This design comes from an exercise in tuning for small area, a short achievable clock period and few clock cycles per item on the open sky130 flow, not from production work.
The RTL was checked by simulation tests, not by an equivalence proof against the original design.

--- flow/flow/run.sh ---
#!/bin/bash
# The standard layout, with the port buffers taken from buf_1 instead of the
# cell buffer_ports picks by default (a larger, slower delay cell). Timing
# repair still resizes any of them that limit timing.
set -euo pipefail
export BUFFER_PORTS_ARGS="-buffer_cell sky130_fd_sc_hd__buf_1"
bash standard.sh > standard.log 2>&1
--- flow/constraint.sdc ---
create_clock -name core_clock -period 8.0 [get_ports {clk}]
set_input_delay 1.6000 -clock core_clock [delete_from_list [all_inputs] [get_ports {clk}]]
set_output_delay 1.6000 -clock core_clock [all_outputs]
set_load 0.01 [all_outputs]
--- flow/standard.sh ---
#!/bin/bash
# synth_recipe.tcl (not shown) runs the flow's synth.tcl, then flattens the netlist and writes it again
# the make line also repeats each setting of config.mk as NAME=value (left out here)
make -C /OpenROAD-flow-scripts/flow DESIGN_CONFIG=/design/flow/config.mk WORK_HOME=/design/flow/orfs CLKGATE_MAP_FILE= SYNTH_SCRIPT=/design/flow/synth_recipe.tcl "${@:-finish}"
--- flow/design.v ---
module nn_mac_array #(
    parameter int LANES  = 4,
    parameter int DWIDTH = 16,
    parameter int FRAC   = 8,
    parameter int AWIDTH = 40,
    parameter int CWIDTH = 16
) (
    input  logic                    clk,
    input  logic                    rst_n,
    input  logic                    s_valid,
    output logic                    s_ready,
    input  logic                    s_last,
    input  logic [DWIDTH-1:0]       s_x,
    input  logic [LANES*DWIDTH-1:0] s_w,
    input  logic [LANES*DWIDTH-1:0] s_bias,
    input  logic                    relu_en,
    output logic                    m_valid,
    input  logic                    m_ready,
    output logic [LANES*DWIDTH-1:0] m_data,
    output logic [LANES-1:0]        m_ovf,
    output logic [CWIDTH-1:0]       m_count,
    output logic                    busy
);
    localparam logic [AWIDTH-1:0] M0 = 40'h7fffffff;
    localparam logic [AWIDTH-1:0] M1 = 40'h7ffffffd;
    localparam logic [AWIDTH-1:0] K0 = 40'hff80000000;
    localparam logic [AWIDTH-1:0] K1 = 40'h0;
    localparam logic [AWIDTH-1:0] RND = AWIDTH'(1) << (FRAC-1);
    logic s_hs;
    logic rdy_q, rdy2_q;
    assign s_ready = rdy_q | (rdy2_q & m_valid & m_ready);
    assign s_hs    = s_valid & s_ready;
    assign busy    = ~s_ready;
    logic [7:0]              enc_one, enc_two, enc_neg;
    logic [7:0]              x_one, x_two, x_neg;
    logic [7:0]              x_one_n, x_two_n, x_neg_n;
    logic [LANES*DWIDTH-1:0] w0;
    logic [DWIDTH-1:0]       b0 [LANES];
    logic                    bc0 [LANES];
    logic                    v0, l0, relu0;
    always_comb begin
        for (int j = 0; j < 8; j++) begin
            logic lo, mid, hi;
            lo  = (j == 0) ? 1'b0 : s_x[2*j-1];
            mid = s_x[2*j];
            hi  = s_x[2*j+1];
            enc_one[j] = s_hs & (mid ^ lo);
            enc_two[j] = s_hs & ((hi & ~mid & ~lo) | (~hi & mid & lo));
            enc_neg[j] = s_hs & hi;
        end
    end
    always_ff @(posedge clk) begin
        x_one   <= enc_one;
        x_two   <= enc_two;
        x_neg   <= enc_neg;
        x_one_n <= ~enc_one;
        x_two_n <= ~enc_two;
        x_neg_n <= ~enc_neg;
        w0      <= s_w;
        for (int i = 0; i < LANES; i++) begin
            logic [DWIDTH-1:0] bg;
            logic [5:0]        mid;
            bg     = (s_hs & s_last) ? s_bias[i*DWIDTH +: DWIDTH] : '0;
            mid    = {1'b0, bg[10:6]} + {5'b0, enc_neg[7]};
            b0[i]  <= {bg[15:11], mid[4:0], bg[5:0]};
            bc0[i] <= mid[5];
        end
        l0    <= s_last;
        relu0 <= relu_en;
    end
    logic                v1, l1, relu1;
    logic [AWIDTH-1:0]   t0_q [LANES];
    logic [AWIDTH-1:0]   t1_q [LANES];
    for (genvar i = 0; i < LANES; i++) begin : g_tree
        logic [AWIDTH-1:0] t0, t1;
        nn_mac_lane_tree u_tree (
            .one (i[0] ? ~x_one_n : x_one),
            .two (i[0] ? ~x_two_n : x_two),
            .neg (i[0] ? ~x_neg_n : x_neg),
            .w   (w0[i*DWIDTH +: DWIDTH]),
            .b   (b0[i]),
            .bc  (bc0[i]),
            .r0  (t0),
            .r1  (t1)
        );
        always_ff @(posedge clk) begin
            t0_q[i] <= t0;
            t1_q[i] <= t1;
        end
    end
    always_ff @(posedge clk) begin
        l1    <= l0;
        relu1 <= relu0;
    end
    logic                a_fin, a_relu;
    logic [1:0]          a_init_q;
    logic                a_init;
    assign a_init = |a_init_q;
    logic [CWIDTH-1:0]   a_cnt;
    logic [AWIDTH-1:0]   acc_q [LANES];
    logic                fin, out_free, done, relu_f;
    logic [CWIDTH-1:0]   cnt_f;
    logic [AWIDTH-1:0]   sum [LANES];
    logic [LANES-1:0]    all0, all1;
    assign fin      = (v1 & l1) | a_fin;         
    assign out_free = ~m_valid;
    assign done     = fin & out_free;             
    assign relu_f   = v1 ? relu1 : a_relu;
    assign cnt_f    = v1 ? (a_cnt + {{(CWIDTH-1){1'b0}}, ~&a_cnt}) : a_cnt;
    logic [AWIDTH-1:0] add_a [LANES];
    logic [AWIDTH-1:0] add_b [LANES];
    logic [AWIDTH-1:0] add_s [LANES];
    for (genvar i = 0; i < LANES; i++) begin : g_add
        logic [AWIDTH-1:0] y0, y1;
        assign y0       = (t0_q[i] & M0) | K0;
        assign y1       = (t1_q[i] & M1) | K1;
        assign add_a[i] = acc_q[i] ^ y0 ^ y1;
        assign add_b[i] = ((acc_q[i] & y0) | (acc_q[i] & y1) | (y0 & y1)) << 1;
        nn_mac_add u_add (.a(add_a[i]), .b(add_b[i]), .s(add_s[i]));
    end
    always_comb begin
        for (int i = 0; i < LANES; i++) begin
            logic [AWIDTH-1:0] p, q;
            p      = add_a[i];
            q      = add_b[i];
            sum[i] = add_s[i];
            begin
                logic ok0, ok1;
                ok0 = 1'b1;
                ok1 = 1'b1;
                for (int k = FRAC+DWIDTH; k < AWIDTH; k++) begin
                    ok0 &= ~((p[k] ^ q[k]) ^ (p[k-1] | q[k-1]));
                    ok1 &=  ((p[k] ^ q[k]) ^ (p[k-1] & q[k-1]));
                end
                all0[i] = ok0 & ~sum[i][FRAC+DWIDTH-1];
                all1[i] = ok1 &  sum[i][FRAC+DWIDTH-1];
            end
        end
    end
    always_ff @(posedge clk) begin
        a_relu <= relu_f;
        a_cnt  <= (done | a_init) ? '0 : cnt_f;
        for (int i = 0; i < LANES; i++)
            acc_q[i] <= (done | a_init) ? RND : sum[i];
    end
    always_ff @(posedge clk) begin
        if (done) begin
            m_count <= cnt_f;
            for (int i = 0; i < LANES; i++) begin
                logic ovf, neg;
                logic [DWIDTH-1:0] r;
                ovf = ~(all0[i] | all1[i]);
                neg = sum[i][AWIDTH-1];
                r   = ovf ? {neg, {(DWIDTH-1){~neg}}} : sum[i][FRAC +: DWIDTH];
                if (relu_f && r[DWIDTH-1]) r = '0;
                m_data[i*DWIDTH +: DWIDTH] <= r;
                m_ovf[i] <= ovf;
            end
        end
    end
    logic       a_fin_d, m_valid_d;
    logic [2:0] closed_d;
    assign a_fin_d   = fin & ~out_free;
    assign m_valid_d = done | (m_valid & ~m_ready);
    assign closed_d  = {2'b0, s_hs & s_last} + {2'b0, v0 & l0} + {2'b0, a_fin_d} + {2'b0, m_valid_d};
    always_ff @(posedge clk or negedge rst_n) begin
        if (!rst_n) begin
            rdy_q   <= 1'b0;
            rdy2_q  <= 1'b0;
            v0      <= 1'b0;
            v1      <= 1'b0;
            a_fin   <= 1'b0;
            a_init_q <= 2'b11;
            m_valid <= 1'b0;
        end else begin
            rdy_q   <= (closed_d <= 3'd1);
            rdy2_q  <= (closed_d == 3'd2);
            v0      <= s_hs;
            v1      <= v0;
            a_fin   <= a_fin_d;
            a_init_q <= {a_init_q[0], 1'b0};
            m_valid <= m_valid_d;
        end
    end
endmodule
module nn_mac_lane_tree (
    input  logic [7:0]  one, two, neg,
    input  logic [15:0] w,
    input  logic [15:0] b,
    input  logic        bc,
    output logic [39:0] r0, r1
);
    wire pp1 = (one[0] & w[0]) ^ neg[0];
    wire pp2 = ((one[0] & w[1]) | (two[0] & w[0])) ^ neg[0];
    wire pp3 = ((one[0] & w[2]) | (two[0] & w[1])) ^ neg[0];
    wire pp4 = ((one[0] & w[3]) | (two[0] & w[2])) ^ neg[0];
    wire pp5 = ((one[0] & w[4]) | (two[0] & w[3])) ^ neg[0];
    wire pp6 = ((one[0] & w[5]) | (two[0] & w[4])) ^ neg[0];
    wire pp7 = ((one[0] & w[6]) | (two[0] & w[5])) ^ neg[0];
    wire pp8 = ((one[0] & w[7]) | (two[0] & w[6])) ^ neg[0];
    wire pp9 = ((one[0] & w[8]) | (two[0] & w[7])) ^ neg[0];
    wire pp10 = ((one[0] & w[9]) | (two[0] & w[8])) ^ neg[0];
    wire pp11 = ((one[0] & w[10]) | (two[0] & w[9])) ^ neg[0];
    wire pp12 = ((one[0] & w[11]) | (two[0] & w[10])) ^ neg[0];
    wire pp13 = ((one[0] & w[12]) | (two[0] & w[11])) ^ neg[0];
    wire pp14 = ((one[0] & w[13]) | (two[0] & w[12])) ^ neg[0];
    wire pp15 = ((one[0] & w[14]) | (two[0] & w[13])) ^ neg[0];
    wire pp16 = ((one[0] & w[15]) | (two[0] & w[14])) ^ neg[0];
    wire pp17 = ((one[0] | two[0]) & w[15]) ^ neg[0];
    wire pn18 = ~pp17;
    wire pp19 = (one[1] & w[0]) ^ neg[1];
    wire pp20 = ((one[1] & w[1]) | (two[1] & w[0])) ^ neg[1];
    wire pp21 = ((one[1] & w[2]) | (two[1] & w[1])) ^ neg[1];
    wire pp22 = ((one[1] & w[3]) | (two[1] & w[2])) ^ neg[1];
    wire pp23 = ((one[1] & w[4]) | (two[1] & w[3])) ^ neg[1];
    wire pp24 = ((one[1] & w[5]) | (two[1] & w[4])) ^ neg[1];
    wire pp25 = ((one[1] & w[6]) | (two[1] & w[5])) ^ neg[1];
    wire pp26 = ((one[1] & w[7]) | (two[1] & w[6])) ^ neg[1];
    wire pp27 = ((one[1] & w[8]) | (two[1] & w[7])) ^ neg[1];
    wire pp28 = ((one[1] & w[9]) | (two[1] & w[8])) ^ neg[1];
    wire pp29 = ((one[1] & w[10]) | (two[1] & w[9])) ^ neg[1];
    wire pp30 = ((one[1] & w[11]) | (two[1] & w[10])) ^ neg[1];
    wire pp31 = ((one[1] & w[12]) | (two[1] & w[11])) ^ neg[1];
    wire pp32 = ((one[1] & w[13]) | (two[1] & w[12])) ^ neg[1];
    wire pp33 = ((one[1] & w[14]) | (two[1] & w[13])) ^ neg[1];
    wire pp34 = ((one[1] & w[15]) | (two[1] & w[14])) ^ neg[1];
    wire pp35 = ~(((one[1] | two[1]) & w[15]) ^ neg[1]);
    wire pp36 = (one[2] & w[0]) ^ neg[2];
    wire pp37 = ((one[2] & w[1]) | (two[2] & w[0])) ^ neg[2];
    wire pp38 = ((one[2] & w[2]) | (two[2] & w[1])) ^ neg[2];
    wire pp39 = ((one[2] & w[3]) | (two[2] & w[2])) ^ neg[2];
    wire pp40 = ((one[2] & w[4]) | (two[2] & w[3])) ^ neg[2];
    wire pp41 = ((one[2] & w[5]) | (two[2] & w[4])) ^ neg[2];
    wire pp42 = ((one[2] & w[6]) | (two[2] & w[5])) ^ neg[2];
    wire pp43 = ((one[2] & w[7]) | (two[2] & w[6])) ^ neg[2];
    wire pp44 = ((one[2] & w[8]) | (two[2] & w[7])) ^ neg[2];
    wire pp45 = ((one[2] & w[9]) | (two[2] & w[8])) ^ neg[2];
    wire pp46 = ((one[2] & w[10]) | (two[2] & w[9])) ^ neg[2];
    wire pp47 = ((one[2] & w[11]) | (two[2] & w[10])) ^ neg[2];
    wire pp48 = ((one[2] & w[12]) | (two[2] & w[11])) ^ neg[2];
    wire pp49 = ((one[2] & w[13]) | (two[2] & w[12])) ^ neg[2];
    wire pp50 = ((one[2] & w[14]) | (two[2] & w[13])) ^ neg[2];
    wire pp51 = ((one[2] & w[15]) | (two[2] & w[14])) ^ neg[2];
    wire pp52 = ~(((one[2] | two[2]) & w[15]) ^ neg[2]);
    wire pp53 = (one[3] & w[0]) ^ neg[3];
    wire pp54 = ((one[3] & w[1]) | (two[3] & w[0])) ^ neg[3];
    wire pp55 = ((one[3] & w[2]) | (two[3] & w[1])) ^ neg[3];
    wire pp56 = ((one[3] & w[3]) | (two[3] & w[2])) ^ neg[3];
    wire pp57 = ((one[3] & w[4]) | (two[3] & w[3])) ^ neg[3];
    wire pp58 = ((one[3] & w[5]) | (two[3] & w[4])) ^ neg[3];
    wire pp59 = ((one[3] & w[6]) | (two[3] & w[5])) ^ neg[3];
    wire pp60 = ((one[3] & w[7]) | (two[3] & w[6])) ^ neg[3];
    wire pp61 = ((one[3] & w[8]) | (two[3] & w[7])) ^ neg[3];
    wire pp62 = ((one[3] & w[9]) | (two[3] & w[8])) ^ neg[3];
    wire pp63 = ((one[3] & w[10]) | (two[3] & w[9])) ^ neg[3];
    wire pp64 = ((one[3] & w[11]) | (two[3] & w[10])) ^ neg[3];
    wire pp65 = ((one[3] & w[12]) | (two[3] & w[11])) ^ neg[3];
    wire pp66 = ((one[3] & w[13]) | (two[3] & w[12])) ^ neg[3];
    wire pp67 = ((one[3] & w[14]) | (two[3] & w[13])) ^ neg[3];
    wire pp68 = ((one[3] & w[15]) | (two[3] & w[14])) ^ neg[3];
    wire pp69 = ~(((one[3] | two[3]) & w[15]) ^ neg[3]);
    wire pp70 = (one[4] & w[0]) ^ neg[4];
    wire pp71 = ((one[4] & w[1]) | (two[4] & w[0])) ^ neg[4];
    wire pp72 = ((one[4] & w[2]) | (two[4] & w[1])) ^ neg[4];
    wire pp73 = ((one[4] & w[3]) | (two[4] & w[2])) ^ neg[4];
    wire pp74 = ((one[4] & w[4]) | (two[4] & w[3])) ^ neg[4];
    wire pp75 = ((one[4] & w[5]) | (two[4] & w[4])) ^ neg[4];
    wire pp76 = ((one[4] & w[6]) | (two[4] & w[5])) ^ neg[4];
    wire pp77 = ((one[4] & w[7]) | (two[4] & w[6])) ^ neg[4];
    wire pp78 = ((one[4] & w[8]) | (two[4] & w[7])) ^ neg[4];
    wire pp79 = ((one[4] & w[9]) | (two[4] & w[8])) ^ neg[4];
    wire pp80 = ((one[4] & w[10]) | (two[4] & w[9])) ^ neg[4];
    wire pp81 = ((one[4] & w[11]) | (two[4] & w[10])) ^ neg[4];
    wire pp82 = ((one[4] & w[12]) | (two[4] & w[11])) ^ neg[4];
    wire pp83 = ((one[4] & w[13]) | (two[4] & w[12])) ^ neg[4];
    wire pp84 = ((one[4] & w[14]) | (two[4] & w[13])) ^ neg[4];
    wire pp85 = ((one[4] & w[15]) | (two[4] & w[14])) ^ neg[4];
    wire pp86 = ~(((one[4] | two[4]) & w[15]) ^ neg[4]);
    wire pp87 = (one[5] & w[0]) ^ neg[5];
    wire pp88 = ((one[5] & w[1]) | (two[5] & w[0])) ^ neg[5];
    wire pp89 = ((one[5] & w[2]) | (two[5] & w[1])) ^ neg[5];
    wire pp90 = ((one[5] & w[3]) | (two[5] & w[2])) ^ neg[5];
    wire pp91 = ((one[5] & w[4]) | (two[5] & w[3])) ^ neg[5];
    wire pp92 = ((one[5] & w[5]) | (two[5] & w[4])) ^ neg[5];
    wire pp93 = ((one[5] & w[6]) | (two[5] & w[5])) ^ neg[5];
    wire pp94 = ((one[5] & w[7]) | (two[5] & w[6])) ^ neg[5];
    wire pp95 = ((one[5] & w[8]) | (two[5] & w[7])) ^ neg[5];
    wire pp96 = ((one[5] & w[9]) | (two[5] & w[8])) ^ neg[5];
    wire pp97 = ((one[5] & w[10]) | (two[5] & w[9])) ^ neg[5];
    wire pp98 = ((one[5] & w[11]) | (two[5] & w[10])) ^ neg[5];
    wire pp99 = ((one[5] & w[12]) | (two[5] & w[11])) ^ neg[5];
    wire pp100 = ((one[5] & w[13]) | (two[5] & w[12])) ^ neg[5];
    wire pp101 = ((one[5] & w[14]) | (two[5] & w[13])) ^ neg[5];
    wire pp102 = ((one[5] & w[15]) | (two[5] & w[14])) ^ neg[5];
    wire pp103 = ~(((one[5] | two[5]) & w[15]) ^ neg[5]);
    wire pp104 = (one[6] & w[0]) ^ neg[6];
    wire pp105 = ((one[6] & w[1]) | (two[6] & w[0])) ^ neg[6];
    wire pp106 = ((one[6] & w[2]) | (two[6] & w[1])) ^ neg[6];
    wire pp107 = ((one[6] & w[3]) | (two[6] & w[2])) ^ neg[6];
    wire pp108 = ((one[6] & w[4]) | (two[6] & w[3])) ^ neg[6];
    wire pp109 = ((one[6] & w[5]) | (two[6] & w[4])) ^ neg[6];
    wire pp110 = ((one[6] & w[6]) | (two[6] & w[5])) ^ neg[6];
    wire pp111 = ((one[6] & w[7]) | (two[6] & w[6])) ^ neg[6];
    wire pp112 = ((one[6] & w[8]) | (two[6] & w[7])) ^ neg[6];
    wire pp113 = ((one[6] & w[9]) | (two[6] & w[8])) ^ neg[6];
    wire pp114 = ((one[6] & w[10]) | (two[6] & w[9])) ^ neg[6];
    wire pp115 = ((one[6] & w[11]) | (two[6] & w[10])) ^ neg[6];
    wire pp116 = ((one[6] & w[12]) | (two[6] & w[11])) ^ neg[6];
    wire pp117 = ((one[6] & w[13]) | (two[6] & w[12])) ^ neg[6];
    wire pp118 = ((one[6] & w[14]) | (two[6] & w[13])) ^ neg[6];
    wire pp119 = ((one[6] & w[15]) | (two[6] & w[14])) ^ neg[6];
    wire pp120 = ~(((one[6] | two[6]) & w[15]) ^ neg[6]);
    wire pp121 = (one[7] & w[0]) ^ neg[7];
    wire pp122 = ((one[7] & w[1]) | (two[7] & w[0])) ^ neg[7];
    wire pp123 = ((one[7] & w[2]) | (two[7] & w[1])) ^ neg[7];
    wire pp124 = ((one[7] & w[3]) | (two[7] & w[2])) ^ neg[7];
    wire pp125 = ((one[7] & w[4]) | (two[7] & w[3])) ^ neg[7];
    wire pp126 = ((one[7] & w[5]) | (two[7] & w[4])) ^ neg[7];
    wire pp127 = ((one[7] & w[6]) | (two[7] & w[5])) ^ neg[7];
    wire pp128 = ((one[7] & w[7]) | (two[7] & w[6])) ^ neg[7];
    wire pp129 = ((one[7] & w[8]) | (two[7] & w[7])) ^ neg[7];
    wire pp130 = ((one[7] & w[9]) | (two[7] & w[8])) ^ neg[7];
    wire pp131 = ((one[7] & w[10]) | (two[7] & w[9])) ^ neg[7];
    wire pp132 = ((one[7] & w[11]) | (two[7] & w[10])) ^ neg[7];
    wire pp133 = ((one[7] & w[12]) | (two[7] & w[11])) ^ neg[7];
    wire pp134 = ((one[7] & w[13]) | (two[7] & w[12])) ^ neg[7];
    wire pp135 = ((one[7] & w[14]) | (two[7] & w[13])) ^ neg[7];
    wire pp136 = ((one[7] & w[15]) | (two[7] & w[14])) ^ neg[7];
    wire pp137 = ~(((one[7] | two[7]) & w[15]) ^ neg[7]);
    wire bn138 = ~b[15];
    wire hs139 = pp9 ^ pp25;
    wire hc140 = pp9 & pp25;
    wire hs141 = pp10 ^ pp26;
    wire hc142 = pp10 & pp26;
    wire ft143 = pp11 ^ pp27;
    wire fs144 = ft143 ^ pp42;
    wire fc145 = (pp11 & pp27) | (ft143 & pp42);
    wire hs146 = pp57 ^ pp72;
    wire hc147 = pp57 & pp72;
    wire ft148 = pp12 ^ pp28;
    wire fs149 = ft148 ^ pp43;
    wire fc150 = (pp12 & pp28) | (ft148 & pp43);
    wire hs151 = pp58 ^ pp73;
    wire hc152 = pp58 & pp73;
    wire ft153 = pp13 ^ pp29;
    wire fs154 = ft153 ^ pp44;
    wire fc155 = (pp13 & pp29) | (ft153 & pp44);
    wire ft156 = pp59 ^ pp74;
    wire fs157 = ft156 ^ pp89;
    wire fc158 = (pp59 & pp74) | (ft156 & pp89);
    wire hs159 = pp104 ^ neg[6];
    wire hc160 = pp104 & neg[6];
    wire ft161 = pp14 ^ pp30;
    wire fs162 = ft161 ^ pp45;
    wire fc163 = (pp14 & pp30) | (ft161 & pp45);
    wire ft164 = pp60 ^ pp75;
    wire fs165 = ft164 ^ pp90;
    wire fc166 = (pp60 & pp75) | (ft164 & pp90);
    wire hs167 = pp105 ^ b[5];
    wire hc168 = pp105 & b[5];
    wire ft169 = pp15 ^ pp31;
    wire fs170 = ft169 ^ pp46;
    wire fc171 = (pp15 & pp31) | (ft169 & pp46);
    wire ft172 = pp61 ^ pp76;
    wire fs173 = ft172 ^ pp91;
    wire fc174 = (pp61 & pp76) | (ft172 & pp91);
    wire ft175 = pp106 ^ pp121;
    wire fs176 = ft175 ^ b[6];
    wire fc177 = (pp106 & pp121) | (ft175 & b[6]);
    wire ft178 = pp16 ^ pp32;
    wire fs179 = ft178 ^ pp47;
    wire fc180 = (pp16 & pp32) | (ft178 & pp47);
    wire ft181 = pp62 ^ pp77;
    wire fs182 = ft181 ^ pp92;
    wire fc183 = (pp62 & pp77) | (ft181 & pp92);
    wire ft184 = pp107 ^ pp122;
    wire fs185 = ft184 ^ b[7];
    wire fc186 = (pp107 & pp122) | (ft184 & b[7]);
    wire ft187 = pp17 ^ pp33;
    wire fs188 = ft187 ^ pp48;
    wire fc189 = (pp17 & pp33) | (ft187 & pp48);
    wire ft190 = pp63 ^ pp78;
    wire fs191 = ft190 ^ pp93;
    wire fc192 = (pp63 & pp78) | (ft190 & pp93);
    wire ft193 = pp108 ^ pp123;
    wire fs194 = ft193 ^ b[8];
    wire fc195 = (pp108 & pp123) | (ft193 & b[8]);
    wire ft196 = pp17 ^ pp34;
    wire fs197 = ft196 ^ pp49;
    wire fc198 = (pp17 & pp34) | (ft196 & pp49);
    wire ft199 = pp64 ^ pp79;
    wire fs200 = ft199 ^ pp94;
    wire fc201 = (pp64 & pp79) | (ft199 & pp94);
    wire ft202 = pp109 ^ pp124;
    wire fs203 = ft202 ^ b[9];
    wire fc204 = (pp109 & pp124) | (ft202 & b[9]);
    wire ft205 = pn18 ^ pp35;
    wire fs206 = ft205 ^ pp50;
    wire fc207 = (pn18 & pp35) | (ft205 & pp50);
    wire ft208 = pp65 ^ pp80;
    wire fs209 = ft208 ^ pp95;
    wire fc210 = (pp65 & pp80) | (ft208 & pp95);
    wire ft211 = pp110 ^ pp125;
    wire fs212 = ft211 ^ b[10];
    wire fc213 = (pp110 & pp125) | (ft211 & b[10]);
    wire ft214 = pp51 ^ pp66;
    wire fs215 = ft214 ^ pp81;
    wire fc216 = (pp51 & pp66) | (ft214 & pp81);
    wire ft217 = pp96 ^ pp111;
    wire fs218 = ft217 ^ pp126;
    wire fc219 = (pp96 & pp111) | (ft217 & pp126);
    wire fs220 = ~(b[11] ^ bc);
    wire fc221 = b[11] | bc;
    wire ft222 = pp52 ^ pp67;
    wire fs223 = ft222 ^ pp82;
    wire fc224 = (pp52 & pp67) | (ft222 & pp82);
    wire ft225 = pp97 ^ pp112;
    wire fs226 = ft225 ^ pp127;
    wire fc227 = (pp97 & pp112) | (ft225 & pp127);
    wire ft228 = pp68 ^ pp83;
    wire fs229 = ft228 ^ pp98;
    wire fc230 = (pp68 & pp83) | (ft228 & pp98);
    wire hs231 = pp113 ^ pp128;
    wire hc232 = pp113 & pp128;
    wire ft233 = pp69 ^ pp84;
    wire fs234 = ft233 ^ pp99;
    wire fc235 = (pp69 & pp84) | (ft233 & pp99);
    wire hs236 = pp7 ^ pp23;
    wire hc237 = pp7 & pp23;
    wire hs238 = pp8 ^ pp24;
    wire hc239 = pp8 & pp24;
    wire ft240 = hs139 ^ pp40;
    wire fs241 = ft240 ^ pp55;
    wire fc242 = (hs139 & pp40) | (ft240 & pp55);
    wire hs243 = pp70 ^ neg[4];
    wire hc244 = pp70 & neg[4];
    wire ft245 = hs141 ^ pp41;
    wire fs246 = ft245 ^ pp56;
    wire fc247 = (hs141 & pp41) | (ft245 & pp56);
    wire ft248 = pp71 ^ b[1];
    wire fs249 = ft248 ^ hc140;
    wire fc250 = (pp71 & b[1]) | (ft248 & hc140);
    wire ft251 = fs144 ^ hs146;
    wire fs252 = ft251 ^ pp87;
    wire fc253 = (fs144 & hs146) | (ft251 & pp87);
    wire ft254 = neg[5] ^ b[2];
    wire fs255 = ft254 ^ hc142;
    wire fc256 = (neg[5] & b[2]) | (ft254 & hc142);
    wire ft257 = fs149 ^ hs151;
    wire fs258 = ft257 ^ pp88;
    wire fc259 = (fs149 & hs151) | (ft257 & pp88);
    wire ft260 = b[3] ^ fc145;
    wire fs261 = ft260 ^ hc147;
    wire fc262 = (b[3] & fc145) | (ft260 & hc147);
    wire ft263 = fs154 ^ fs157;
    wire fs264 = ft263 ^ hs159;
    wire fc265 = (fs154 & fs157) | (ft263 & hs159);
    wire ft266 = b[4] ^ fc150;
    wire fs267 = ft266 ^ hc152;
    wire fc268 = (b[4] & fc150) | (ft266 & hc152);
    wire ft269 = fs162 ^ fs165;
    wire fs270 = ft269 ^ hs167;
    wire fc271 = (fs162 & fs165) | (ft269 & hs167);
    wire ft272 = fc155 ^ fc158;
    wire fs273 = ft272 ^ hc160;
    wire fc274 = (fc155 & fc158) | (ft272 & hc160);
    wire ft275 = fs170 ^ fs173;
    wire fs276 = ft275 ^ fs176;
    wire fc277 = (fs170 & fs173) | (ft275 & fs176);
    wire ft278 = fc163 ^ fc166;
    wire fs279 = ft278 ^ hc168;
    wire fc280 = (fc163 & fc166) | (ft278 & hc168);
    wire ft281 = fs179 ^ fs182;
    wire fs282 = ft281 ^ fs185;
    wire fc283 = (fs179 & fs182) | (ft281 & fs185);
    wire ft284 = fc171 ^ fc174;
    wire fs285 = ft284 ^ fc177;
    wire fc286 = (fc171 & fc174) | (ft284 & fc177);
    wire ft287 = fs188 ^ fs191;
    wire fs288 = ft287 ^ fs194;
    wire fc289 = (fs188 & fs191) | (ft287 & fs194);
    wire ft290 = fc180 ^ fc183;
    wire fs291 = ft290 ^ fc186;
    wire fc292 = (fc180 & fc183) | (ft290 & fc186);
    wire ft293 = fs197 ^ fs200;
    wire fs294 = ft293 ^ fs203;
    wire fc295 = (fs197 & fs200) | (ft293 & fs203);
    wire ft296 = fc189 ^ fc192;
    wire fs297 = ft296 ^ fc195;
    wire fc298 = (fc189 & fc192) | (ft296 & fc195);
    wire ft299 = fs206 ^ fs209;
    wire fs300 = ft299 ^ fs212;
    wire fc301 = (fs206 & fs209) | (ft299 & fs212);
    wire ft302 = fc198 ^ fc201;
    wire fs303 = ft302 ^ fc204;
    wire fc304 = (fc198 & fc201) | (ft302 & fc204);
    wire ft305 = fs215 ^ fs218;
    wire fs306 = ft305 ^ fs220;
    wire fc307 = (fs215 & fs218) | (ft305 & fs220);
    wire ft308 = fc207 ^ fc210;
    wire fs309 = ft308 ^ fc213;
    wire fc310 = (fc207 & fc210) | (ft308 & fc213);
    wire ft311 = fs223 ^ fs226;
    wire fs312 = ft311 ^ b[12];
    wire fc313 = (fs223 & fs226) | (ft311 & b[12]);
    wire ft314 = fc216 ^ fc219;
    wire fs315 = ft314 ^ fc221;
    wire fc316 = (fc216 & fc219) | (ft314 & fc221);
    wire ft317 = fs229 ^ hs231;
    wire fs318 = ft317 ^ b[13];
    wire fc319 = (fs229 & hs231) | (ft317 & b[13]);
    wire fs320 = ~(fc224 ^ fc227);
    wire fc321 = fc224 | fc227;
    wire ft322 = fs234 ^ pp114;
    wire fs323 = ft322 ^ pp129;
    wire fc324 = (fs234 & pp114) | (ft322 & pp129);
    wire ft325 = b[14] ^ fc230;
    wire fs326 = ft325 ^ hc232;
    wire fc327 = (b[14] & fc230) | (ft325 & hc232);
    wire ft328 = pp85 ^ pp100;
    wire fs329 = ft328 ^ pp115;
    wire fc330 = (pp85 & pp100) | (ft328 & pp115);
    wire ft331 = pp130 ^ bn138;
    wire fs332 = ft331 ^ fc235;
    wire fc333 = (pp130 & bn138) | (ft331 & fc235);
    wire ft334 = pp86 ^ pp101;
    wire fs335 = ft334 ^ pp116;
    wire fc336 = (pp86 & pp101) | (ft334 & pp116);
    wire hs337 = pp102 ^ pp117;
    wire hc338 = pp102 & pp117;
    wire hs339 = pp5 ^ pp21;
    wire hc340 = pp5 & pp21;
    wire hs341 = pp6 ^ pp22;
    wire hc342 = pp6 & pp22;
    wire ft343 = hs236 ^ pp38;
    wire fs344 = ft343 ^ pp53;
    wire fc345 = (hs236 & pp38) | (ft343 & pp53);
    wire ft346 = hs238 ^ pp39;
    wire fs347 = ft346 ^ pp54;
    wire fc348 = (hs238 & pp39) | (ft346 & pp54);
    wire ft349 = fs241 ^ hs243;
    wire fs350 = ft349 ^ b[0];
    wire fc351 = (fs241 & hs243) | (ft349 & b[0]);
    wire ft352 = fs246 ^ fs249;
    wire fs353 = ft352 ^ fc242;
    wire fc354 = (fs246 & fs249) | (ft352 & fc242);
    wire ft355 = fs252 ^ fs255;
    wire fs356 = ft355 ^ fc247;
    wire fc357 = (fs252 & fs255) | (ft355 & fc247);
    wire ft358 = fs258 ^ fs261;
    wire fs359 = ft358 ^ fc253;
    wire fc360 = (fs258 & fs261) | (ft358 & fc253);
    wire ft361 = fs264 ^ fs267;
    wire fs362 = ft361 ^ fc259;
    wire fc363 = (fs264 & fs267) | (ft361 & fc259);
    wire ft364 = fs270 ^ fs273;
    wire fs365 = ft364 ^ fc265;
    wire fc366 = (fs270 & fs273) | (ft364 & fc265);
    wire ft367 = fs276 ^ fs279;
    wire fs368 = ft367 ^ fc271;
    wire fc369 = (fs276 & fs279) | (ft367 & fc271);
    wire ft370 = fs282 ^ fs285;
    wire fs371 = ft370 ^ fc277;
    wire fc372 = (fs282 & fs285) | (ft370 & fc277);
    wire ft373 = fs288 ^ fs291;
    wire fs374 = ft373 ^ fc283;
    wire fc375 = (fs288 & fs291) | (ft373 & fc283);
    wire ft376 = fs294 ^ fs297;
    wire fs377 = ft376 ^ fc289;
    wire fc378 = (fs294 & fs297) | (ft376 & fc289);
    wire ft379 = fs300 ^ fs303;
    wire fs380 = ft379 ^ fc295;
    wire fc381 = (fs300 & fs303) | (ft379 & fc295);
    wire ft382 = fs306 ^ fs309;
    wire fs383 = ft382 ^ fc301;
    wire fc384 = (fs306 & fs309) | (ft382 & fc301);
    wire ft385 = fs312 ^ fs315;
    wire fs386 = ft385 ^ fc307;
    wire fc387 = (fs312 & fs315) | (ft385 & fc307);
    wire ft388 = fs318 ^ fs320;
    wire fs389 = ft388 ^ fc313;
    wire fc390 = (fs318 & fs320) | (ft388 & fc313);
    wire ft391 = fs323 ^ fs326;
    wire fs392 = ft391 ^ fc319;
    wire fc393 = (fs323 & fs326) | (ft391 & fc319);
    wire ft394 = fs329 ^ fs332;
    wire fs395 = ft394 ^ fc324;
    wire fc396 = (fs329 & fs332) | (ft394 & fc324);
    wire ft397 = fs335 ^ pp131;
    wire fs398 = ft397 ^ fc330;
    wire fc399 = (fs335 & pp131) | (ft397 & fc330);
    wire ft400 = hs337 ^ pp132;
    wire fs401 = ft400 ^ fc336;
    wire fc402 = (hs337 & pp132) | (ft400 & fc336);
    wire ft403 = pp103 ^ pp118;
    wire fs404 = ft403 ^ pp133;
    wire fc405 = (pp103 & pp118) | (ft403 & pp133);
    wire hs406 = pp119 ^ pp134;
    wire hc407 = pp119 & pp134;
    wire hs408 = pp3 ^ pp19;
    wire hc409 = pp3 & pp19;
    wire hs410 = pp4 ^ pp20;
    wire hc411 = pp4 & pp20;
    wire ft412 = hs339 ^ pp36;
    wire fs413 = ft412 ^ neg[2];
    wire fc414 = (hs339 & pp36) | (ft412 & neg[2]);
    wire ft415 = hs341 ^ pp37;
    wire fs416 = ft415 ^ hc340;
    wire fc417 = (hs341 & pp37) | (ft415 & hc340);
    wire ft418 = fs344 ^ neg[3];
    wire fs419 = ft418 ^ hc342;
    wire fc420 = (fs344 & neg[3]) | (ft418 & hc342);
    wire ft421 = fs347 ^ hc237;
    wire fs422 = ft421 ^ fc345;
    wire fc423 = (fs347 & hc237) | (ft421 & fc345);
    wire ft424 = fs350 ^ hc239;
    wire fs425 = ft424 ^ fc348;
    wire fc426 = (fs350 & hc239) | (ft424 & fc348);
    wire ft427 = fs353 ^ hc244;
    wire fs428 = ft427 ^ fc351;
    wire fc429 = (fs353 & hc244) | (ft427 & fc351);
    wire ft430 = fs356 ^ fc250;
    wire fs431 = ft430 ^ fc354;
    wire fc432 = (fs356 & fc250) | (ft430 & fc354);
    wire ft433 = fs359 ^ fc256;
    wire fs434 = ft433 ^ fc357;
    wire fc435 = (fs359 & fc256) | (ft433 & fc357);
    wire ft436 = fs362 ^ fc262;
    wire fs437 = ft436 ^ fc360;
    wire fc438 = (fs362 & fc262) | (ft436 & fc360);
    wire ft439 = fs365 ^ fc268;
    wire fs440 = ft439 ^ fc363;
    wire fc441 = (fs365 & fc268) | (ft439 & fc363);
    wire ft442 = fs368 ^ fc274;
    wire fs443 = ft442 ^ fc366;
    wire fc444 = (fs368 & fc274) | (ft442 & fc366);
    wire ft445 = fs371 ^ fc280;
    wire fs446 = ft445 ^ fc369;
    wire fc447 = (fs371 & fc280) | (ft445 & fc369);
    wire ft448 = fs374 ^ fc286;
    wire fs449 = ft448 ^ fc372;
    wire fc450 = (fs374 & fc286) | (ft448 & fc372);
    wire ft451 = fs377 ^ fc292;
    wire fs452 = ft451 ^ fc375;
    wire fc453 = (fs377 & fc292) | (ft451 & fc375);
    wire ft454 = fs380 ^ fc298;
    wire fs455 = ft454 ^ fc378;
    wire fc456 = (fs380 & fc298) | (ft454 & fc378);
    wire ft457 = fs383 ^ fc304;
    wire fs458 = ft457 ^ fc381;
    wire fc459 = (fs383 & fc304) | (ft457 & fc381);
    wire ft460 = fs386 ^ fc310;
    wire fs461 = ft460 ^ fc384;
    wire fc462 = (fs386 & fc310) | (ft460 & fc384);
    wire ft463 = fs389 ^ fc316;
    wire fs464 = ft463 ^ fc387;
    wire fc465 = (fs389 & fc316) | (ft463 & fc387);
    wire ft466 = fs392 ^ fc321;
    wire fs467 = ft466 ^ fc390;
    wire fc468 = (fs392 & fc321) | (ft466 & fc390);
    wire ft469 = fs395 ^ fc327;
    wire fs470 = ft469 ^ fc393;
    wire fc471 = (fs395 & fc327) | (ft469 & fc393);
    wire ft472 = fs398 ^ fc333;
    wire fs473 = ft472 ^ fc396;
    wire fc474 = (fs398 & fc333) | (ft472 & fc396);
    wire fs475 = ~(fs401 ^ fc399);
    wire fc476 = fs401 | fc399;
    wire ft477 = fs404 ^ hc338;
    wire fs478 = ft477 ^ fc402;
    wire fc479 = (fs404 & hc338) | (ft477 & fc402);
    wire fs480 = ~(hs406 ^ fc405);
    wire fc481 = hs406 | fc405;
    wire ft482 = pp120 ^ pp135;
    wire fs483 = ft482 ^ hc407;
    wire fc484 = (pp120 & pp135) | (ft482 & hc407);
    wire fn485 = ~pp136;
    assign r0[0] = pp1;
    assign r0[1] = pp2;
    assign r0[2] = hs408;
    assign r0[3] = hs410;
    assign r0[4] = fs413;
    assign r0[5] = fs416;
    assign r0[6] = fs419;
    assign r0[7] = fs422;
    assign r0[8] = fs425;
    assign r0[9] = fs428;
    assign r0[10] = fs431;
    assign r0[11] = fs434;
    assign r0[12] = fs437;
    assign r0[13] = fs440;
    assign r0[14] = fs443;
    assign r0[15] = fs446;
    assign r0[16] = fs449;
    assign r0[17] = fs452;
    assign r0[18] = fs455;
    assign r0[19] = fs458;
    assign r0[20] = fs461;
    assign r0[21] = fs464;
    assign r0[22] = fs467;
    assign r0[23] = fs470;
    assign r0[24] = fs473;
    assign r0[25] = fs475;
    assign r0[26] = fs478;
    assign r0[27] = fs480;
    assign r0[28] = fs483;
    assign r0[29] = fn485;
    assign r0[30] = pp137;
    assign r0[31] = 1'b1;
    assign r0[32] = 1'b1;
    assign r0[33] = 1'b1;
    assign r0[34] = 1'b1;
    assign r0[35] = 1'b1;
    assign r0[36] = 1'b1;
    assign r0[37] = 1'b1;
    assign r0[38] = 1'b1;
    assign r0[39] = 1'b1;
    assign r1[0] = neg[0];
    assign r1[1] = 1'b0;
    assign r1[2] = neg[1];
    assign r1[3] = hc409;
    assign r1[4] = hc411;
    assign r1[5] = fc414;
    assign r1[6] = fc417;
    assign r1[7] = fc420;
    assign r1[8] = fc423;
    assign r1[9] = fc426;
    assign r1[10] = fc429;
    assign r1[11] = fc432;
    assign r1[12] = fc435;
    assign r1[13] = fc438;
    assign r1[14] = fc441;
    assign r1[15] = fc444;
    assign r1[16] = fc447;
    assign r1[17] = fc450;
    assign r1[18] = fc453;
    assign r1[19] = fc456;
    assign r1[20] = fc459;
    assign r1[21] = fc462;
    assign r1[22] = fc465;
    assign r1[23] = fc468;
    assign r1[24] = fc471;
    assign r1[25] = fc474;
    assign r1[26] = fc476;
    assign r1[27] = fc479;
    assign r1[28] = fc481;
    assign r1[29] = fc484;
    assign r1[30] = pp136;
    assign r1[31] = 1'b0;
    assign r1[32] = 1'b0;
    assign r1[33] = 1'b0;
    assign r1[34] = 1'b0;
    assign r1[35] = 1'b0;
    assign r1[36] = 1'b0;
    assign r1[37] = 1'b0;
    assign r1[38] = 1'b0;
    assign r1[39] = 1'b0;
endmodule
module nn_mac_add (
    input  logic [39:0] a, b,
    output logic [39:0] s
);
    logic [39:0] g0, p0;
    assign g0 = a & b;
    assign p0 = a ^ b;
    wire g1_1 = g0[1] | (p0[1] & g0[0]);
    wire g1_3 = g0[3] | (p0[3] & g0[2]);
    wire p1_3 = p0[3] & p0[2];
    wire g1_5 = g0[5] | (p0[5] & g0[4]);
    wire p1_5 = p0[5] & p0[4];
    wire g1_7 = g0[7] | (p0[7] & g0[6]);
    wire p1_7 = p0[7] & p0[6];
    wire g1_9 = g0[9] | (p0[9] & g0[8]);
    wire p1_9 = p0[9] & p0[8];
    wire g1_11 = g0[11] | (p0[11] & g0[10]);
    wire p1_11 = p0[11] & p0[10];
    wire g1_13 = g0[13] | (p0[13] & g0[12]);
    wire p1_13 = p0[13] & p0[12];
    wire g1_15 = g0[15] | (p0[15] & g0[14]);
    wire p1_15 = p0[15] & p0[14];
    wire g1_17 = g0[17] | (p0[17] & g0[16]);
    wire p1_17 = p0[17] & p0[16];
    wire g1_19 = g0[19] | (p0[19] & g0[18]);
    wire p1_19 = p0[19] & p0[18];
    wire g1_21 = g0[21] | (p0[21] & g0[20]);
    wire p1_21 = p0[21] & p0[20];
    wire g1_23 = g0[23] | (p0[23] & g0[22]);
    wire p1_23 = p0[23] & p0[22];
    wire g1_25 = g0[25] | (p0[25] & g0[24]);
    wire p1_25 = p0[25] & p0[24];
    wire g1_27 = g0[27] | (p0[27] & g0[26]);
    wire p1_27 = p0[27] & p0[26];
    wire g1_29 = g0[29] | (p0[29] & g0[28]);
    wire p1_29 = p0[29] & p0[28];
    wire g1_31 = g0[31] | (p0[31] & g0[30]);
    wire p1_31 = p0[31] & p0[30];
    wire g1_33 = g0[33] | (p0[33] & g0[32]);
    wire p1_33 = p0[33] & p0[32];
    wire g1_35 = g0[35] | (p0[35] & g0[34]);
    wire p1_35 = p0[35] & p0[34];
    wire g1_37 = g0[37] | (p0[37] & g0[36]);
    wire p1_37 = p0[37] & p0[36];
    wire g1_39 = g0[39] | (p0[39] & g0[38]);
    wire p1_39 = p0[39] & p0[38];
    wire g2_2 = g0[2] | (p0[2] & g1_1);
    wire g2_3 = g1_3 | (p1_3 & g1_1);
    wire g2_6 = g0[6] | (p0[6] & g1_5);
    wire p2_6 = p0[6] & p1_5;
    wire g2_7 = g1_7 | (p1_7 & g1_5);
    wire p2_7 = p1_7 & p1_5;
    wire g2_10 = g0[10] | (p0[10] & g1_9);
    wire p2_10 = p0[10] & p1_9;
    wire g2_11 = g1_11 | (p1_11 & g1_9);
    wire p2_11 = p1_11 & p1_9;
    wire g2_14 = g0[14] | (p0[14] & g1_13);
    wire p2_14 = p0[14] & p1_13;
    wire g2_15 = g1_15 | (p1_15 & g1_13);
    wire p2_15 = p1_15 & p1_13;
    wire g2_18 = g0[18] | (p0[18] & g1_17);
    wire p2_18 = p0[18] & p1_17;
    wire g2_19 = g1_19 | (p1_19 & g1_17);
    wire p2_19 = p1_19 & p1_17;
    wire g2_22 = g0[22] | (p0[22] & g1_21);
    wire p2_22 = p0[22] & p1_21;
    wire g2_23 = g1_23 | (p1_23 & g1_21);
    wire p2_23 = p1_23 & p1_21;
    wire g2_26 = g0[26] | (p0[26] & g1_25);
    wire p2_26 = p0[26] & p1_25;
    wire g2_27 = g1_27 | (p1_27 & g1_25);
    wire p2_27 = p1_27 & p1_25;
    wire g2_30 = g0[30] | (p0[30] & g1_29);
    wire p2_30 = p0[30] & p1_29;
    wire g2_31 = g1_31 | (p1_31 & g1_29);
    wire p2_31 = p1_31 & p1_29;
    wire g2_34 = g0[34] | (p0[34] & g1_33);
    wire p2_34 = p0[34] & p1_33;
    wire g2_35 = g1_35 | (p1_35 & g1_33);
    wire p2_35 = p1_35 & p1_33;
    wire g2_38 = g0[38] | (p0[38] & g1_37);
    wire p2_38 = p0[38] & p1_37;
    wire g2_39 = g1_39 | (p1_39 & g1_37);
    wire p2_39 = p1_39 & p1_37;
    wire g3_4 = g0[4] | (p0[4] & g2_3);
    wire g3_5 = g1_5 | (p1_5 & g2_3);
    wire g3_6 = g2_6 | (p2_6 & g2_3);
    wire g3_7 = g2_7 | (p2_7 & g2_3);
    wire g3_12 = g0[12] | (p0[12] & g2_11);
    wire p3_12 = p0[12] & p2_11;
    wire g3_13 = g1_13 | (p1_13 & g2_11);
    wire p3_13 = p1_13 & p2_11;
    wire g3_14 = g2_14 | (p2_14 & g2_11);
    wire p3_14 = p2_14 & p2_11;
    wire g3_15 = g2_15 | (p2_15 & g2_11);
    wire p3_15 = p2_15 & p2_11;
    wire g3_20 = g0[20] | (p0[20] & g2_19);
    wire p3_20 = p0[20] & p2_19;
    wire g3_21 = g1_21 | (p1_21 & g2_19);
    wire p3_21 = p1_21 & p2_19;
    wire g3_22 = g2_22 | (p2_22 & g2_19);
    wire p3_22 = p2_22 & p2_19;
    wire g3_23 = g2_23 | (p2_23 & g2_19);
    wire p3_23 = p2_23 & p2_19;
    wire g3_28 = g0[28] | (p0[28] & g2_27);
    wire p3_28 = p0[28] & p2_27;
    wire g3_29 = g1_29 | (p1_29 & g2_27);
    wire p3_29 = p1_29 & p2_27;
    wire g3_30 = g2_30 | (p2_30 & g2_27);
    wire p3_30 = p2_30 & p2_27;
    wire g3_31 = g2_31 | (p2_31 & g2_27);
    wire p3_31 = p2_31 & p2_27;
    wire g3_36 = g0[36] | (p0[36] & g2_35);
    wire p3_36 = p0[36] & p2_35;
    wire g3_37 = g1_37 | (p1_37 & g2_35);
    wire p3_37 = p1_37 & p2_35;
    wire g3_38 = g2_38 | (p2_38 & g2_35);
    wire p3_38 = p2_38 & p2_35;
    wire g3_39 = g2_39 | (p2_39 & g2_35);
    wire p3_39 = p2_39 & p2_35;
    wire g4_8 = g0[8] | (p0[8] & g3_7);
    wire g4_9 = g1_9 | (p1_9 & g3_7);
    wire g4_10 = g2_10 | (p2_10 & g3_7);
    wire g4_11 = g2_11 | (p2_11 & g3_7);
    wire g4_12 = g3_12 | (p3_12 & g3_7);
    wire g4_13 = g3_13 | (p3_13 & g3_7);
    wire g4_14 = g3_14 | (p3_14 & g3_7);
    wire g4_15 = g3_15 | (p3_15 & g3_7);
    wire g4_24 = g0[24] | (p0[24] & g3_23);
    wire p4_24 = p0[24] & p3_23;
    wire g4_25 = g1_25 | (p1_25 & g3_23);
    wire p4_25 = p1_25 & p3_23;
    wire g4_26 = g2_26 | (p2_26 & g3_23);
    wire p4_26 = p2_26 & p3_23;
    wire g4_27 = g2_27 | (p2_27 & g3_23);
    wire p4_27 = p2_27 & p3_23;
    wire g4_28 = g3_28 | (p3_28 & g3_23);
    wire p4_28 = p3_28 & p3_23;
    wire g4_29 = g3_29 | (p3_29 & g3_23);
    wire p4_29 = p3_29 & p3_23;
    wire g4_30 = g3_30 | (p3_30 & g3_23);
    wire p4_30 = p3_30 & p3_23;
    wire g4_31 = g3_31 | (p3_31 & g3_23);
    wire p4_31 = p3_31 & p3_23;
    wire g5_16 = g0[16] | (p0[16] & g4_15);
    wire g5_17 = g1_17 | (p1_17 & g4_15);
    wire g5_18 = g2_18 | (p2_18 & g4_15);
    wire g5_19 = g2_19 | (p2_19 & g4_15);
    wire g5_20 = g3_20 | (p3_20 & g4_15);
    wire g5_21 = g3_21 | (p3_21 & g4_15);
    wire g5_22 = g3_22 | (p3_22 & g4_15);
    wire g5_23 = g3_23 | (p3_23 & g4_15);
    wire g5_24 = g4_24 | (p4_24 & g4_15);
    wire g5_25 = g4_25 | (p4_25 & g4_15);
    wire g5_26 = g4_26 | (p4_26 & g4_15);
    wire g5_27 = g4_27 | (p4_27 & g4_15);
    wire g5_28 = g4_28 | (p4_28 & g4_15);
    wire g5_29 = g4_29 | (p4_29 & g4_15);
    wire g5_30 = g4_30 | (p4_30 & g4_15);
    wire g5_31 = g4_31 | (p4_31 & g4_15);
    wire g6_32 = g0[32] | (p0[32] & g5_31);
    wire g6_33 = g1_33 | (p1_33 & g5_31);
    wire g6_34 = g2_34 | (p2_34 & g5_31);
    wire g6_35 = g2_35 | (p2_35 & g5_31);
    wire g6_36 = g3_36 | (p3_36 & g5_31);
    wire g6_37 = g3_37 | (p3_37 & g5_31);
    wire g6_38 = g3_38 | (p3_38 & g5_31);
    wire g6_39 = g3_39 | (p3_39 & g5_31);
    assign s = p0 ^ {g6_38, g6_37, g6_36, g6_35, g6_34, g6_33, g6_32, g5_31, g5_30, g5_29, g5_28, g5_27, g5_26, g5_25, g5_24, g5_23, g5_22, g5_21, g5_20, g5_19, g5_18, g5_17, g5_16, g4_15, g4_14, g4_13, g4_12, g4_11, g4_10, g4_9, g4_8, g3_7, g3_6, g3_5, g3_4, g2_3, g2_2, g1_1, g0[0], 1'b0};
endmodule
--- flow/config.mk ---
export PLATFORM = sky130hd
export DESIGN_NAME = nn_mac_array
export DESIGN_NICKNAME = nn_mac_array
export VERILOG_FILES = /design/flow/design.v
export SDC_FILE = /design/flow/constraint.sdc
export NUM_CORES = 4
export LEC_CHECK = 0
export CAP_MARGIN = 20
export CORE_MARGIN = 2
export CORE_UTILIZATION = 40
export CTS_BUF_LIST = sky130_fd_sc_hd__clkbuf_16
export CTS_CLUSTER_DIAMETER = 70
export CTS_CLUSTER_SIZE = 32
export SETUP_SLACK_MARGIN = 4.2
export SLEW_MARGIN = 20
==> out/metrics.yaml, run 1 <==
cells_and_area:
  finalNetCount: 5867
  area_delta_synth_final_pct: 11.5
  layout_cells_sized_above_1: 0.0737
setup_path:
  launching_element_type_of_the_critical_path: "input pin"
  cp_slowest_stage_delay_ps: 300
  r2r-start: "acc_q[0][11]$_SDFF_PP0_"
  cp-end-kind: "output port"
  crit_buf_inv: 2
  critPathLaunch: "m_ready"
  reg2regPathDepth: 13
  setup.reg_to_reg.worst_slack_ps: 4230
  worst_r2r_endpoint: "m_data[7]$_SDFFCE_PP0P_"
  crit_path_max_fanout: 3
  worst_path_dominant_cell_family: "compound AO/OA/AOI/OAI gates"
  timing_worst_setup_path_type: "in2out"
  critPathSlowestCell: "sky130_fd_sc_hd__a31o_4"
  critical_path_arrival_ps: 2190
  cp-endpoint: "s_ready"
  critical_path_cell_by_cell: "buf_8 -> a31o_4 -> buf_1"
  worst_ep_required_time_ps: 6400
  cp_num_cells: 3
logic_synthesis:
  yosys.area.top_type_share: 0.245
  synth.yosys.warnings: 18
  synth.net_count: 5804
  synth_area_leaders: "sky130_fd_sc_hd__dfxtp_1 (24%), sky130_fd_sc_hd__fa_1 (23%), sky130_fd_sc_hd__xnor2_1 (8.5%)"
  synth.avg_cell_area_um2: 10.3
  synthDistinctLibCells: 78
  synth_async_sr_flop_share: 0.0115
  synth-seq-cells: 693
  seq_area_frac_synth: 0.300
  synth_cells: 4770
  synth_area_leader_cell: "sky130_fd_sc_hd__dfxtp_1"
  ys_dominant_reg_cell: "sky130_fd_sc_hd__dfxtp_1"
  post_synth_instance_area_mm2: 0.0492
  post_synth_edffs: 84
floorplan:
  num_io_pins: 237
  placement_rows: 128
  die_width_um: 355
  start_util: 0.404
  design.core.area_mm2: 0.122
  die-area_mm2: 0.126
  fp.dieH_um: 355
route:
  drt-pass1-iter-count: 5
  detail-route-antenna-nets: 0
  routed-via-count: 33847
  route.detailed.vias_per_inst: 5.20
  remaining_routing_drc_violations: 0
  routed_wire_length_per_instance_um: 20.8
  routed_wirelength_mm: 135
  detailedRoute.firstIterationViolations: 2583
grt:
  number_of_antenna_violations_at_the_first_check_in_global_routing: 14
  grt_start_max_net_pins: 79
  first_global_vias: 35992
  first_pass_grt_wire_length_mm: 212
  groute.usage.overall: 0.217
  grt.overflow.total: 0
clock_tree:
  clk_latency_ps: 710
  ctsLongestPathBuffers: 3
  cts.clk_slew.worst_paths_ps: 100
  cts_sinks: 693
  cts_htree_levels: 2
  cts_made_buffers: 59
  cts_tree: "yes"
  cts.root.buffer_cell: "sky130_fd_sc_hd__clkbuf_16"
  cts_hold_repair.buffers: 0
sta:
  period_minus_ws_final_ps: 3790
  timing.final.crit_share: 0.474
  max_slew_margin: 0.355
  count_of_final_hold_check_violations: 0
  final_critical_path_setup_slack_ps: 4210
  fmax_mhz: 264
  grt_setup_unrepaired: "yes"
  worst-slew-pin-transition_ps: 966
  worst_hold_margin_ps: 336
  final_clock_skew_ps: 63.6
  fin_tns_setup_ps: 0
  final-max-slew-violation-count: 0
  report.final.setup_viol: 0
place:
  preCtsSetupSlack_ps: 2800
  gpl.final_weighted_congestion: 0.869
  port-buffer-count: 236
  dpl.hpwl_mm: 94.4
flow_run:
  cap_viol_max_count: 0
status:
  run_status: "timing/DRC/antenna clean"
worst_hold_path:
  timing.hold.worst.class: "reg2reg"
registers in the layout (all words and copies together) (netlist names), 2 cells and up:
signal / flops
acc_q: 160
g_add.y0: 124
g_add.y1: 116
b0: 64
m_data: 64
w0: 64
a_cnt: 16
m_count: 16
x_neg: 8
x_neg_n: 8
x_one: 8
x_one_n: 8
x_two: 8
x_two_n: 8
bc0: 4
m_ovf: 4
a_init_q: 2
layout by cell type (no fill, tap or decap), types with 207 or more instances in the layout:
master,count
sky130_fd_sc_hd__inv_1,630
sky130_fd_sc_hd__dfxtp_1,561
sky130_fd_sc_hd__o22ai_1,240
sky130_fd_sc_hd__xor2_1,312
sky130_fd_sc_hd__nor2_1,207
sky130_fd_sc_hd__xnor2_1,473
sky130_fd_sc_hd__buf_1,234
sky130_fd_sc_hd__fa_1,571
sky130_fd_sc_hd__a22oi_1,241
sky130_fd_sc_hd__ha_1,302
stage by stage:
step                 util  std cells  cell area, um^2
floorplan               -       4770            49200
CTS                 0.446       6489            54300
global route        0.450       6509            54800
detailed placement  0.421       6358            51300
finish              0.450       6512            54800
global placement    0.421       6358            51300
how the worst min path moves through the flow:
stage	cells past startpoint	end	slack, ps	from
final	0	relu1$_DFF_P_	340	relu0$_DFF_P_
after global routing	0	relu1$_DFF_P_	340	relu0$_DFF_P_
after CTS	0	relu1$_DFF_P_	340	relu0$_DFF_P_
after detailed placement	0	relu1$_DFF_P_	310	relu0$_DFF_P_
after global placement	0	relu1$_DFF_P_	310	relu0$_DFF_P_
after floorplan	0	relu1$_DFF_P_	310	relu0$_DFF_P_
what timing repair did:
| item | 4_1_cts | 5_1_grt |
|---|---|---|
| pin swaps | 24 | 39 |
| setup endpoints to repair | 157 | 120 |
| setup buffers | 17 | 18 |
| gates resized for setup | 91 | 79 |
| cloned | 2 | 1 |
cell type report:
class,instances,area (um^2)
clock inverter,51,881
timing repair buffer,322,1680
multi-input combinational,3118,31400
antenna,3,7.51
inverter,639,2440
fill,11417,67000
clock buffer,61,1530
sequential,693,14800
tap,1625,2030
cells by family (layout without fill, tap and decap cells):
family,count (synthesis),in the layout,synth area share
fa+ha+maj,884,884,0.312
mux,7,7,0.00155
simple gates,635,636,0.0624
other cells,1,4,0.0000762
buf+inv,961,1073,0.0738
xor+xnor,790,790,0.141
flops,693,693,0.300
compound gates,799,800,0.109
worst register-to-register path, cell delays in order (launching register included):
cell and delay, ps:
sky130_fd_sc_hd__dfxtp_2 330, sky130_fd_sc_hd__fa_1 580, sky130_fd_sc_hd__ha_4 230, sky130_fd_sc_hd__a21o_1 180, sky130_fd_sc_hd__o21bai_4 170, sky130_fd_sc_hd__a221o_1 310, sky130_fd_sc_hd__a41o_4 280, sky130_fd_sc_hd__a21o_4 240
sky130_fd_sc_hd__a21oi_4 190, sky130_fd_sc_hd__xor2_4 320, sky130_fd_sc_hd__nor2b_2 100, sky130_fd_sc_hd__a21oi_4 310, sky130_fd_sc_hd__clkbuf_16 230, sky130_fd_sc_hd__o21ai_2 50
cells in the mapped netlist (all sizes together) (30+ instances only):
| cell type | n |
|---|---|
| a21o | 30 |
| a21oi | 73 |
| a22oi | 242 |
| and2 | 89 |
| buf | 51 |
| clkbuf | 271 |
| dfxtp | 601 |
| edfxtp | 84 |
| fa | 573 |
| ha | 311 |
| inv | 636 |
| nand2 | 147 |
| nand4 | 30 |
| nor2 | 208 |
| nor3 | 34 |
| o21ai | 117 |
| o22ai | 242 |
| xnor2 | 477 |
| xor2 | 313 |
routing by layer:
layer / part of all wire / GRT usage / up-vias
li1: - / - / 15533
met5: 0.00078 / 0 / -
met2: 0.45 / 0.339 / 1223
met3: 0.081 / 0.0510 / 245
met4: 0.026 / 0.0606 / 16
met1: 0.45 / 0.300 / 16830
Testbench counts, summed over its fixed seeds: cycles 13,779, items 1,600.
==> inputs of run 2 (changes only) <==
--- a/flow/config.mk
+++ b/flow/config.mk
@@ -7,9 +7,10 @@
 export LEC_CHECK = 0
 export CAP_MARGIN = 20
 export CORE_MARGIN = 2
-export CORE_UTILIZATION = 40
+export CORE_UTILIZATION = 65
 export CTS_BUF_LIST = sky130_fd_sc_hd__clkbuf_16
 export CTS_CLUSTER_DIAMETER = 70
 export CTS_CLUSTER_SIZE = 32
+export PLACE_DENSITY = 0.9
 export SETUP_SLACK_MARGIN = 4.2
 export SLEW_MARGIN = 20
==> out/metrics.yaml, run 2 <==
route:
  drt-pass1-iter-count: 10  # +5
  remaining_routing_drc_violations: 0  # unchanged
  routed_wire_length_per_instance_um: 23.6  # +14%
  routed_wirelength_mm: 137  # +1.5%
  route.detailed.vias_per_inst: 6.36  # +22%
  detail-route-antenna-nets: 0  # unchanged
  detailedRoute.firstIterationViolations: 4754  # +84%
  routed-via-count: 37043  # +9.4%
sta:
  count_of_final_hold_check_violations: 0  # unchanged
  final_critical_path_setup_slack_ps: 4210  # +0.340 ps
  final-max-slew-violation-count: 0  # unchanged
  final_clock_skew_ps: 53.6  # -10.0 ps
  grt_setup_unrepaired: "yes"
  worst-slew-pin-transition_ps: 944  # -22.3 ps
  report.final.setup_viol: 0  # unchanged
  max_slew_margin: 0.370  # +0.0149
  period_minus_ws_final_ps: 3790  # -0.340 ps
  timing.final.crit_share: 0.474  # about the same
  fin_tns_setup_ps: 0  # unchanged
  fmax_mhz: 264  # about the same
logic_synthesis:
  seq_area_frac_synth: 0.300  # unchanged
  post_synth_edffs: 84  # unchanged
  synth.net_count: 5804  # unchanged
  top_post_synthesis_cells_by_count: "sky130_fd_sc_hd__inv_1 (633), sky130_fd_sc_hd__dfxtp_1 (601), sky130_fd_sc_hd__fa_1 (573)"
  synth.avg_cell_area_um2: 10.3  # unchanged
  synth-seq-cells: 693  # unchanged
  ys_dominant_reg_cell: "sky130_fd_sc_hd__dfxtp_1"
  synth_area_leader_cell: "sky130_fd_sc_hd__dfxtp_1"
  yosys.area.top_type_share: 0.245  # unchanged
  synth_cells: 4770  # unchanged
  synth.most_common_cell: "sky130_fd_sc_hd__inv_1"
  synth_async_sr_flop_share: 0.0115  # unchanged
  synth.yosys.warnings: 18  # unchanged
  synth_area_leaders: "sky130_fd_sc_hd__dfxtp_1 (24%), sky130_fd_sc_hd__fa_1 (23%), sky130_fd_sc_hd__xnor2_1 (8.5%)"
  post_synth_instance_area_mm2: 0.0492  # unchanged
  synthDistinctLibCells: 78  # unchanged
place:
  preCtsSetupSlack_ps: 2600  # -197 ps
  gpl.final_weighted_congestion: 0.914  # +5.2%
  port-buffer-count: 236  # unchanged
  detailed_place.area_mm2: 0.0505  # -1.6%
  dpl.hpwl_mm: 90.3  # -4.3%
floorplan:
  placement_rows: 100  # -22%
  die_width_um: 279  # -21%
  fp.dieH_um: 279  # -21%
  start_util: 0.659  # +0.255
  num_io_pins: 237  # unchanged
  die-area_mm2: 0.0779  # -38%
  design.core.area_mm2: 0.0747  # -39%
grt:
  grt_util_met3: 0.0976  # +0.0467
  grt_start_max_net_pins: 87  # +10%
  grt.overflow.total: 0  # unchanged
  number_of_antenna_violations_at_the_first_check_in_global_routing: 7  # -7
  groute.usage.overall: 0.341  # +0.124
  use_met2: 0.543  # +0.204
  first_pass_grt_wire_length_mm: 208  # -1.9%
  first_global_vias: 39187  # +8.9%
  grt_use_met1: 0.424  # +0.124
  top_usage_layer: "met2"
cells_and_area:
  num-fill-cells: 4612  # -60%
  max_ffs_per_register: 160  # unchanged
  finalNetCount: 5848  # -0.32%
  max_flop_register: "acc_q"
  most-common-layout-cells: "sky130_fd_sc_hd__inv_1 (628), sky130_fd_sc_hd__dfxtp_1 (577), sky130_fd_sc_hd__fa_1 (572)"
  post-route-cell-area_mm2: 0.0530  # -3.3%
  most_common_cell_after_layout_fill_and_taps_aside: "sky130_fd_sc_hd__inv_1"
  layout.area.seq_mm2: 0.0148  # -0.22%
  area_occupied_by_multi_input_gates_mm2: 0.0314  # -0.11%
  area_delta_synth_final_pct: 7.82
  layout_cells_sized_above_1: 0.0640  # -0.00974
flow_run:
  cap_viol_max_count: 0  # unchanged
setup_path:
  critical_path_arrival_ps: 4300  # +2110 ps
  cp_slowest_stage_delay_ps: 480  # +180 ps
  launching_element_type_of_the_critical_path: "flop"
  worst_path_most_repeated_cell: "sky130_fd_sc_hd__a21oi_4"
  crit_path_max_fanout: 10  # +7
  critPathSlowestCell: "sky130_fd_sc_hd__fa_1"
  timing_worst_setup_path_type: "reg2reg"
  cp-end-kind: "flop"
  crit_buf_inv: 2  # unchanged
  critical_path_cell_by_cell: "fa_1 -> ha_1 -> a21oi_1 -> o21bai_1 -> a221o_1 -> a41o_4 -> a21o_4 -> a21oi_4 -> xor2_2 -> buf_6 -> nor4b_4 -> a21oi_4 -> buf_12 -> o21ai_2"
  worst_ep_required_time_ps: 8500  # +2100 ps
  worst_path_dominant_cell_family: "compound AO/OA/AOI/OAI gates"
clock_tree:
  ctsLongestPathBuffers: 3  # unchanged
  cts.root.buffer_cell: "sky130_fd_sc_hd__clkbuf_16"
  cts_sinks: 693  # unchanged
  cts_hold_repair.buffers: 0  # unchanged
  cts_htree_levels: 2  # unchanged
  cts_tree: "yes"
  cts.clk_slew.worst_paths_ps: 120  # +20 ps
  clk_latency_ps: 670  # -40 ps
  cts_made_buffers: 40  # -32%
status:
  run_status: "timing/DRC/antenna clean"
worst_hold_path:
  timing.hold.worst.class: "reg2reg"
==> run 2: cell counts after synthesis <==
No cell type changed its count.
==> run 2: what timing repair did <==
| action | 4_1_cts | 5_1_grt |
|---|---|---|
| endpoints found under the setup margin | 169 | 111 |
| gates cloned | 3 | 0 |
| gates resized for setup | 53 | 91 |
| pin swaps | 13 | 33 |
| setup buffers | 13 | 20 |
==> run 2: layer usage <==
layer	vias up	share of wire
li1	15487	-
met1	17752	0.35
met2	2926	0.45
met3	872	0.13
met4	6	0.067
met5	-	0.00036
==> run 2: stage by stage <==
step	hold slack, ps	utilization	std cells
2_1_floorplan	310	-	4770
3_3_place_gp	316	0.676	5703
3_5_place_dp	324	0.676	5703
4_1_cts	337	0.701	5793
5_1_grt	347	0.710	5815
6_report	330	0.710	5820
==> run 2: area by class of cell <==
| class | count | area share |
|---|---|---|
| antenna | 5 | 0.000236 |
| sequential | 693 | 0.279 |
| timing repair buffer | 321 | 0.0310 |
| multi-input combinational | 3119 | 0.592 |
| inverter | 639 | 0.0461 |
| clock inverter | 33 | 0.00941 |
| tap | 969 | 0.0229 |
| clock buffer | 41 | 0.0193 |
==> run 2: cell families after synthesis <==
| family | Yosys count | share of synthesized area |
|---|---|---|
| muxes | 7 | 0.00155 |
| and+or+nand+nor | 635 | 0.0624 |
| adders and majority gates | 884 | 0.312 |
| other | 1 | 0.0000762 |
| DFF | 693 | 0.300 |
| AOI/OAI and AO/OA | 799 | 0.109 |
| buffers and inverters | 961 | 0.0738 |
| xor gates and xnor gates | 790 | 0.141 |
==> run 2: final timing paths <==
| kind | to | slack, ps | cells past startpoint | start |
|---|---|---|---|---|
| setup / recovery | m_data[5]$_SDFFCE_PP0P_ | 4210 | 14 | g_add[0].y0[9]$_DFF_P_ |
| hold / removal | relu1$_DFF_P_ | 330 | 0 | relu0$_DFF_P_ |
| setup reg to reg | m_data[5]$_SDFFCE_PP0P_ | 4210 | 14 | g_add[0].y0[9]$_DFF_P_ |
| hold reg to reg | relu1$_DFF_P_ | 330 | 0 | relu0$_DFF_P_ |
| max in group asynchronous | a_init_q[1]$_DFF_PN1_ | 6730 | 1 | rst_n |
| min in group asynchronous | v0$_DFF_PN0_ | 860 | 1 | rst_n |

port drivers added, routing unchanged:
Ports are ideal in the flow. The routed layouts listed here were re-timed in OpenROAD.
Step 1 sets driving cells, clkbuf_16 on the clock port and buf_2 on the other inputs (assumed; they add their load-dependent delay and slew).
Step 2 also shifts input and output timing later by t, the mid clock arrival at the registers, as if the neighbouring blocks saw the same clock.
Slacks: ideal ports / drivers / drivers and shift; pairs: ideal ports / drivers.
run	shift t [ns]	setup slack, ns	worst data-port slew with drivers (ns)
run 1	0.754	4.207 / 4.160 / 3.718	0.14
run 2	0.704	4.207 / 4.207 / 3.756	0.16
After both steps every run listed still meets setup and hold. For run 1, which loses most, drivers alone change the setup slack by -0.047 ns; drivers and shift together by -0.489 ns.
